Source: an optimization exercise on an open RTL-to-GDS flow (aim: a short achievable clock period and few clock cycles per item). Production flows keep margins and buffers that such runs may drop. The RTL was checked by simulation tests, not by an equivalence proof against the original design. Power figures rest on the tool's default switching activity, not on a simulated workload.

<file path="flow/run.sh">
#!/bin/bash
# synth_recipe.tcl (not shown) runs the flow's synth.tcl, then flattens the netlist and writes it again
# the make line also repeats each setting of config.mk as NAME=value (left out here)
make -C /OpenROAD-flow-scripts/flow DESIGN_CONFIG=/design/flow/config.mk WORK_HOME=/design/flow/orfs CLKGATE_MAP_FILE= SYNTH_SCRIPT=/design/flow/synth_recipe.tcl finish
</file>
<file path="flow/config.mk">
export PLATFORM = sky130hd
export DESIGN_NAME = blockchain_present_cipher
export DESIGN_NICKNAME = blockchain_present_cipher
export VERILOG_FILES = /design/flow/design.v
export SDC_FILE = /design/flow/constraint.sdc
export NUM_CORES = 4
export LEC_CHECK = 0
export CAP_MARGIN = 20
export CORE_MARGIN = 2
export CORE_UTILIZATION = 40
export SLEW_MARGIN = 20
</file>
<file path="flow/constraint.sdc">
create_clock -name core_clock -period 9.0 [get_ports {clk}]
set_input_delay 1.8000 -clock core_clock [delete_from_list [all_inputs] [get_ports {clk}]]
set_output_delay 1.8000 -clock core_clock [all_outputs]
set_load 0.01 [all_outputs]
</file>
<file path="flow/design.v">
package blockchain_present_pkg;
    localparam int unsigned BLOCK_W = 16;
    localparam int unsigned KEY_W   = 20;
    localparam int unsigned NBLOCKS = 8;
    localparam int unsigned MSG_W   = BLOCK_W * NBLOCKS;
    localparam logic [63:0] SBOX     = 64'h2174_8FE3_DA09_B65C;
    localparam logic [63:0] INV_SBOX = 64'hA970_364B_D21C_8FE5;
    typedef enum logic [1:0] {
        IDLE,
        KEYGEN,
        ENC,
        DEC
    } state_e;
    function automatic logic [3:0] sbox4(input logic [3:0] n);
        sbox4 = SBOX[{n, 2'b00} +: 4];
    endfunction
    function automatic logic [3:0] inv_sbox4(input logic [3:0] n);
        inv_sbox4 = INV_SBOX[{n, 2'b00} +: 4];
    endfunction
    function automatic logic [BLOCK_W-1:0] sbox16(input logic [BLOCK_W-1:0] x);
        logic [BLOCK_W-1:0] y;
        for (int n = 0; n < 4; n++) begin
            y[4*n +: 4] = sbox4(x[4*n +: 4]);
        end
        sbox16 = y;
    endfunction
    function automatic logic [BLOCK_W-1:0] inv_sbox16(input logic [BLOCK_W-1:0] x);
        logic [BLOCK_W-1:0] y;
        for (int n = 0; n < 4; n++) begin
            y[4*n +: 4] = inv_sbox4(x[4*n +: 4]);
        end
        inv_sbox16 = y;
    endfunction
    function automatic logic [BLOCK_W-1:0] player16(input logic [BLOCK_W-1:0] x);
        logic [BLOCK_W-1:0] y;
        y[15] = x[15];
        for (int i = 0; i < 15; i++) begin
            y[(4 * i) % 15] = x[i];
        end
        player16 = y;
    endfunction
    function automatic logic [BLOCK_W-1:0] get_blk(input logic [MSG_W-1:0] v,
                                                   input logic [2:0]       idx);
        int unsigned base;
        base = MSG_W - 1 - BLOCK_W * int'(idx);
        get_blk = v[base -: BLOCK_W];
    endfunction
    function automatic logic [MSG_W-1:0] set_blk(input logic [MSG_W-1:0]   v,
                                                 input logic [2:0]         idx,
                                                 input logic [BLOCK_W-1:0] b);
        logic [MSG_W-1:0] r;
        int unsigned      base;
        r    = v;
        base = MSG_W - 1 - BLOCK_W * int'(idx);
        r[base -: BLOCK_W] = b;
        set_blk = r;
    endfunction
endpackage
module present16_round
(
    input  logic               i_dec,
    input  logic [blockchain_present_pkg::BLOCK_W-1:0] i_state,
    input  logic [blockchain_present_pkg::BLOCK_W-1:0] i_rk,
    output logic [blockchain_present_pkg::BLOCK_W-1:0] o_state
);
    always_comb begin
        if (i_dec) begin
            o_state = blockchain_present_pkg::inv_sbox16(blockchain_present_pkg::player16(i_state)) ^ i_rk;
        end else begin
            o_state = blockchain_present_pkg::player16(blockchain_present_pkg::sbox16(i_state ^ i_rk));
        end
    end
endmodule
module blockchain_present_cipher
#(
    parameter int unsigned ROUNDS = 31
) (
    input  logic               clk,
    input  logic               rst_n,
    input  logic               start,
    input  logic [blockchain_present_pkg::MSG_W-1:0]   plaintext,
    input  logic [blockchain_present_pkg::KEY_W-1:0]   key,
    input  logic [blockchain_present_pkg::BLOCK_W-1:0] init_vec,
    output logic               busy,
    output logic               done,
    output logic [blockchain_present_pkg::MSG_W-1:0]   ciphertext,
    output logic [blockchain_present_pkg::MSG_W-1:0]   deciphered_text
);
    localparam logic [4:0] LAST_RND = 5'(ROUNDS);
    localparam logic [2:0] LAST_BLK = 3'(blockchain_present_pkg::NBLOCKS - 1);
    blockchain_present_pkg::state_e             r_state;
    blockchain_present_pkg::state_e             w_state_next;
    logic               r_load;    
    logic [4:0]         r_rnd;
    logic [2:0]         r_blk;
    logic [blockchain_present_pkg::KEY_W-1:0]   r_key;
    logic [blockchain_present_pkg::BLOCK_W-1:0] r_rk [ROUNDS+1];
    logic [blockchain_present_pkg::MSG_W-1:0]   r_pt;
    logic [blockchain_present_pkg::BLOCK_W-1:0] r_iv;
    logic [blockchain_present_pkg::BLOCK_W-1:0] r_x;
    logic [blockchain_present_pkg::BLOCK_W-1:0] r_chain;
    logic [blockchain_present_pkg::MSG_W-1:0]   r_ct_work;
    logic [blockchain_present_pkg::MSG_W-1:0]   r_dt_work;
    logic               r_busy;
    logic               r_done;
    logic [blockchain_present_pkg::MSG_W-1:0]   r_ct;
    logic [blockchain_present_pkg::MSG_W-1:0]   r_dt;
    logic [blockchain_present_pkg::KEY_W-1:0]   w_key_rot;
    logic [blockchain_present_pkg::KEY_W-1:0]   w_key_next;
    logic [blockchain_present_pkg::BLOCK_W-1:0] w_rk_cur;
    logic [blockchain_present_pkg::BLOCK_W-1:0] w_rk_last;
    logic [blockchain_present_pkg::BLOCK_W-1:0] w_round_out;
    logic [blockchain_present_pkg::BLOCK_W-1:0] w_enc_blk;
    logic [blockchain_present_pkg::BLOCK_W-1:0] w_dec_blk;
    logic               w_enc_last;
    logic               w_dec_last;
    logic               w_last_blk;
    assign w_key_rot  = {r_key[6:0], r_key[19:7]};
    assign w_key_next = {blockchain_present_pkg::sbox4(w_key_rot[19:16]), w_key_rot[15:9],
                         w_key_rot[8:4] ^ r_rnd, w_key_rot[3:0]};
    assign w_rk_cur   = r_rk[r_rnd - 5'd1];
    assign w_rk_last  = r_rk[LAST_RND];
    present16_round u_round (
        .i_dec   (r_state == blockchain_present_pkg::DEC),
        .i_state (r_x),
        .i_rk    (w_rk_cur),
        .o_state (w_round_out)
    );
    assign w_enc_blk  = w_round_out ^ w_rk_last;
    assign w_dec_blk  = w_round_out ^ r_chain;
    assign w_enc_last = (r_state == blockchain_present_pkg::ENC) && !r_load && (r_rnd == LAST_RND);
    assign w_dec_last = (r_state == blockchain_present_pkg::DEC) && !r_load && (r_rnd == 5'd1);
    assign w_last_blk = (r_blk == LAST_BLK);
    always_comb begin
        w_state_next = r_state;
        unique case (r_state)
            blockchain_present_pkg::IDLE:    if (start)                    w_state_next = blockchain_present_pkg::KEYGEN;
            blockchain_present_pkg::KEYGEN:  if (r_rnd == LAST_RND)        w_state_next = blockchain_present_pkg::ENC;
            blockchain_present_pkg::ENC:     if (w_enc_last && w_last_blk) w_state_next = blockchain_present_pkg::DEC;
            blockchain_present_pkg::DEC:     if (w_dec_last && w_last_blk) w_state_next = blockchain_present_pkg::IDLE;
            default:                               w_state_next = blockchain_present_pkg::IDLE;
        endcase
    end
    always_ff @(posedge clk or negedge rst_n) begin
        if (!rst_n) begin
            r_state <= blockchain_present_pkg::IDLE;
        end else begin
            r_state <= w_state_next;
        end
    end
    always_ff @(posedge clk or negedge rst_n) begin
        if (!rst_n) begin
            r_load    <= 1'b0;
            r_rnd     <= '0;
            r_blk     <= '0;
            r_key     <= '0;
            r_pt      <= '0;
            r_iv      <= '0;
            r_x       <= '0;
            r_chain   <= '0;
            r_ct_work <= '0;
            r_dt_work <= '0;
            r_busy    <= 1'b0;
            r_done    <= 1'b0;
            r_ct      <= '0;
            r_dt      <= '0;
            for (int k = 0; k <= int'(ROUNDS); k++) begin
                r_rk[k] <= '0;
            end
        end else begin
            r_done <= 1'b0;
            unique case (r_state)
                blockchain_present_pkg::IDLE: begin
                    if (start) begin
                        r_pt    <= plaintext;
                        r_key   <= key;
                        r_iv    <= init_vec;
                        r_chain <= init_vec;
                        r_rk[0] <= key[19:4];
                        r_rnd   <= 5'd1;
                        r_busy  <= 1'b1;
                    end
                end
                blockchain_present_pkg::KEYGEN: begin
                    r_key       <= w_key_next;
                    r_rk[r_rnd] <= w_key_next[19:4];
                    if (r_rnd == LAST_RND) begin
                        r_blk  <= '0;
                        r_load <= 1'b1;
                    end else begin
                        r_rnd <= r_rnd + 5'd1;
                    end
                end
                blockchain_present_pkg::ENC: begin
                    if (r_load) begin
                        r_x    <= blockchain_present_pkg::get_blk(r_pt, r_blk) ^ r_chain;
                        r_rnd  <= 5'd1;
                        r_load <= 1'b0;
                    end else if (r_rnd == LAST_RND) begin
                        r_ct_work <= blockchain_present_pkg::set_blk(r_ct_work, r_blk, w_enc_blk);
                        r_load    <= 1'b1;
                        if (w_last_blk) begin
                            r_blk   <= '0;
                            r_chain <= r_iv;
                        end else begin
                            r_blk   <= r_blk + 3'd1;
                            r_chain <= w_enc_blk;
                        end
                    end else begin
                        r_x   <= w_round_out;
                        r_rnd <= r_rnd + 5'd1;
                    end
                end
                blockchain_present_pkg::DEC: begin
                    if (r_load) begin
                        r_x    <= blockchain_present_pkg::get_blk(r_ct_work, r_blk) ^ w_rk_last;
                        r_rnd  <= LAST_RND;
                        r_load <= 1'b0;
                    end else if (r_rnd == 5'd1) begin
                        r_dt_work <= blockchain_present_pkg::set_blk(r_dt_work, r_blk, w_dec_blk);
                        r_chain   <= blockchain_present_pkg::get_blk(r_ct_work, r_blk);
                        if (w_last_blk) begin
                            r_ct   <= r_ct_work;
                            r_dt   <= blockchain_present_pkg::set_blk(r_dt_work, r_blk, w_dec_blk);
                            r_done <= 1'b1;
                            r_busy <= 1'b0;
                        end else begin
                            r_blk  <= r_blk + 3'd1;
                            r_load <= 1'b1;
                        end
                    end else begin
                        r_x   <= w_round_out;
                        r_rnd <= r_rnd - 5'd1;
                    end
                end
                default: ;
            endcase
        end
    end
    assign busy            = r_busy;
    assign done            = r_done;
    assign ciphertext      = r_ct;
    assign deciphered_text = r_dt;
endmodule
</file>
==> flow_summary.ini <==
[outcome]
run_status = complete, no violations

[sta]
fmax_ghz = 0.127
timing.slew.headroom_pct = 25.5
layout_setup_ws_ns = 1.15
grt_setup_unrepaired = no
finalSetupTns_ns = 0
timing_worst_slew_pin_value_ns = 1.11
fin_worst_hold_slack_ns = 0.462
final-max-slew-violation-count = 0
fin_worst_skew_ns = 0.0507
final_critical_period_ns = 7.85
hold_violations = 0
final-setup-viol-count = 0
period_share_pct = 87.3

[cts]
cts_resized = 0
htree_num_levels = 4
clkSinkCount = 1233
cts_inserted_buffers = 136
clk_path_buf_depth = 3
cts_tree = yes
post_cts_hold_buffer_count = 0
clock_tree.root_cell = sky130_fd_sc_hd__clkbuf_16
clk_pin_slew_ns = 0.06
cts_post_setup_buffers_inserted = 0
clkLatencyLatePin_ns = 0.80

[logic_synthesis]
synth_compound_area_share_pct = 12.9
post_synth_edffs = 0
synth-xor-area-share_pct = 1.84
sequential_area_share_after_synthesis_pct = 54.2
synth_common_cells = sky130_fd_sc_hd__dfrtp_1 (1233), sky130_fd_sc_hd__nand2_1 (1154), sky130_fd_sc_hd__mux2_2 (418)
synth.distinct_cells = 105
synth_mux_area_share_pct = 12.5
synth_top_area_share_pct = 54.2
ys_dominant_reg_cell = sky130_fd_sc_hd__dfrtp_1
ys_ff_latch = 1233
synthSimpleGateAreaFrac_pct = 14.0
synth_area_um2 = 56900
synth_nets = 5723
dominant_combinational_cell_family_by_area_after_synthesis = simple AND/OR/NAND/NOR gates
ys.warnings.count = 3
synth_area_per_cell_um2 = 10.4
async_reset_ff_share_pct = 100
yosys-top-cells-area = sky130_fd_sc_hd__dfrtp_1 (54%), sky130_fd_sc_hd__mux2_2 (8.3%), sky130_fd_sc_hd__nand2_1 (7.6%)
synth_adder_area_share_pct = 1.43
synth.largest_area_cell = sky130_fd_sc_hd__dfrtp_1
post_synthesis_cells = 5491
post-synth-top-count-cell = sky130_fd_sc_hd__dfrtp_1

[floorplan]
initial_core_util_pct = 40.3
die_width_um = 381
rows = 138
core_region_area_um2 = 141000
die-height_um = 381
die_area_um2 = 145000
io-pin-count = 425

[pwr]
comb_pwr_share_pct = 17.2
total_leakage_power_nw = 31.4
switching_share_pct = 30.0
total_net_switching_power_mw = 4.15
p_clk_share_pct = 41.3
pwr_density_cell_nw_per_um2 = 203
ir_worst_vdd_mv = 0.165
share_seq_of_total_power_pct = 41.5
fin_total_pwr_mw = 13.8
intPower_mw = 9.66

[layout]
finalNetCount = 6011
layout-drive-gt1-share_pct = 15.9
finish.utilization_pct = 48.0
area.growth.synth_to_final_pct = 19.3
layoutNonFillerInstCount = 7782
post_layout_instance_area_um2 = 67900

[grt]
number_of_global_route_vias_before_repair = 44449
grt_max_degree = 191
globalRoute.totalOverflow = 0
grt_first_pass_wirelength_um = 312000
grtUsageTotal_pct = 28.9
initial_antenna_violation_count = 25

[placed_design]
globalplace.congestion = 0.976
placed_cells = 7530
numPortBuffers = 424
place_hpwl_um = 145000
dpl_cell_area_um2 = 63300
pre_cts_slack_ns = 1.30

[route]
first_drt_pass_iteration_count = 6
antenna_left = 0
detail_route.vias_per_cell = 5.86
total_drc_errors_in_the_routed_layout = 0
wl_per_cell_um = 27.3
dr_total_vias = 45622
drt_first_iter_violations = 5119
totalWireLength_um = 212000

[worst_setup_path]
required_ns = 9.61
cp.arrival_ns = 8.46
crit_path_max_fanout = 47
critPathLaunchType = flip-flop
criticalPathCategory = reg -> reg
cp-end-kind = flip-flop

[hold_path]
min-delay-path-class = reg -> reg

[job]
maxCapViolations = 0
metal layers:
layer | vias to the layer above | global-route usage, % | part of all wire [%]
met3 | 494 | 6.80 | 9.0
met5 | - | 0 | 0.031
met2 | 2272 | 45.1 | 46
met1 | 22969 | 38.3 | 40
li1 | 19877 | - | -
met4 | 10 | 12.8 | 4.7
flip-flops by register name (all words and copies together), names as in the netlist, 2 cells and up:
name	flops
r_pt	128
r_x	16
r_rk	512
r_iv	16
r_dt_work	128
r_state	2
r_ct	128
r_key	20
r_ct_work	128
r_dt	128
r_blk	3
r_rnd	5
r_chain	16
placed cells by master, fill, tap and decap left out, drive strengths merged, types with 27 or more instances in the layout:
master / instances
o21ai: 431
mux4: 69
xnor2: 66
o22ai: 33
clkbuf: 197
a21oi: 285
a221oi: 42
o31ai: 27
a22oi: 48
buf: 132
nand2: 1154
mux2: 419
inv: 57
nor3: 47
and3: 31
ha: 65
clkinv: 28
mux2i: 84
xor2: 39
dfrtp: 1233
a22o: 88
clkdlybuf4s50: 423
nand3: 225
nor2: 321
a31oi: 29
critical path: stages (launching register included):
cell	delay (ns)
sky130_fd_sc_hd__dfrtp_1	0.58
sky130_fd_sc_hd__inv_1	0.25
sky130_fd_sc_hd__ha_1	0.73
sky130_fd_sc_hd__nor3b_4	0.65
sky130_fd_sc_hd__xnor2_4	0.36
sky130_fd_sc_hd__buf_12	0.30
sky130_fd_sc_hd__a221oi_1	0.26
sky130_fd_sc_hd__nor3_1	0.09
sky130_fd_sc_hd__nor4_1	0.75
sky130_fd_sc_hd__nand4_1	0.23
sky130_fd_sc_hd__o41ai_2	0.84
sky130_fd_sc_hd__xnor2_1	0.37
sky130_fd_sc_hd__ha_1	0.39
sky130_fd_sc_hd__inv_1	0.09
sky130_fd_sc_hd__mux2_2	0.15
sky130_fd_sc_hd__nor2_1	0.05
sky130_fd_sc_hd__o31ai_2	0.45
sky130_fd_sc_hd__xor2_1	0.83
sky130_fd_sc_hd__o21ai_0	0.21
power by group through the flow:
| stage | logic, mW | registers, mW | clock network, mW |
|---|---|---|---|
| 5_1_grt | 2.53 | 5.74 | 5.99 |
| 3_5_place_dp | 2.35 | 5.84 | 0 |
| 6_report | 2.37 | 5.74 | 5.70 |
| 2_1_floorplan | 1.32 | 5.74 | 0 |
| 3_3_place_gp | 2.31 | 5.83 | 0 |
| 4_1_cts | 2.35 | 5.74 | 5.78 |
cells by family after synthesis:
logic type	Yosys count
mux	572
simple gates	1900
xor+xnor	105
buf+inv	456
fa+ha+maj	65
compound gates	1160
flops	1233
final cells by class:
type | instances | area, µm²
antenna | 10 | 25.0
clock buffer | 197 | 4000
clock inverter | 44 | 537
fill | 13020 | 73500
inverter | 51 | 196
multi-input combinational | 3802 | 24600
sequential | 1233 | 30900
tap | 1890 | 2360
timing repair buffer | 555 | 5370
final timing paths:
kind,start,endpoint,slack (ns),depth (start not counted)
max,r_rnd[1]$_DFFE_PN0P_,r_ct_work[17]$_DFFE_PN0P_,1.15,18
min,r_dt[77]$_DFFE_PN0P_,r_dt[77]$_DFFE_PN0P_,0.46,2
max reg2reg,r_rnd[1]$_DFFE_PN0P_,r_ct_work[17]$_DFFE_PN0P_,1.15,18
min reg2reg,r_dt[77]$_DFFE_PN0P_,r_dt[77]$_DFFE_PN0P_,0.46,2
max in group asynchronous,rst_n,r_pt[14]$_DFFE_PN0P_,6.05,3
min in group asynchronous,rst_n,r_dt[73]$_DFFE_PN0P_,0.98,1
Testbench counts, summed over its fixed seeds: cycles 34,824, messages 64.

-- afterwards: timing with drivers on the ports --
Ports are ideal in the flow. The routed layout listed here was re-timed in OpenROAD.
Step 1 assumes that a clkbuf_16 drives the clock port and a buf_2 every other input.
Step 2 moves the port delays by t, midway between the first and last clock arrival at a register: inputs arrive t later, outputs are due t later. That takes back most of the time a late clock gives input paths.
a / b / c = ideal / step 1 / step 2; a / b = the first two.
t, ns: 0.843
slack for setup (ns): 1.145 / 1.145 / 1.145
hold slack, ns: 0.462 / 0.462 / 0.462
After both steps setup and hold are still met in this run. For this run, drivers alone change the setup slack by 0.000 ns; drivers and shift together by 0.000 ns.
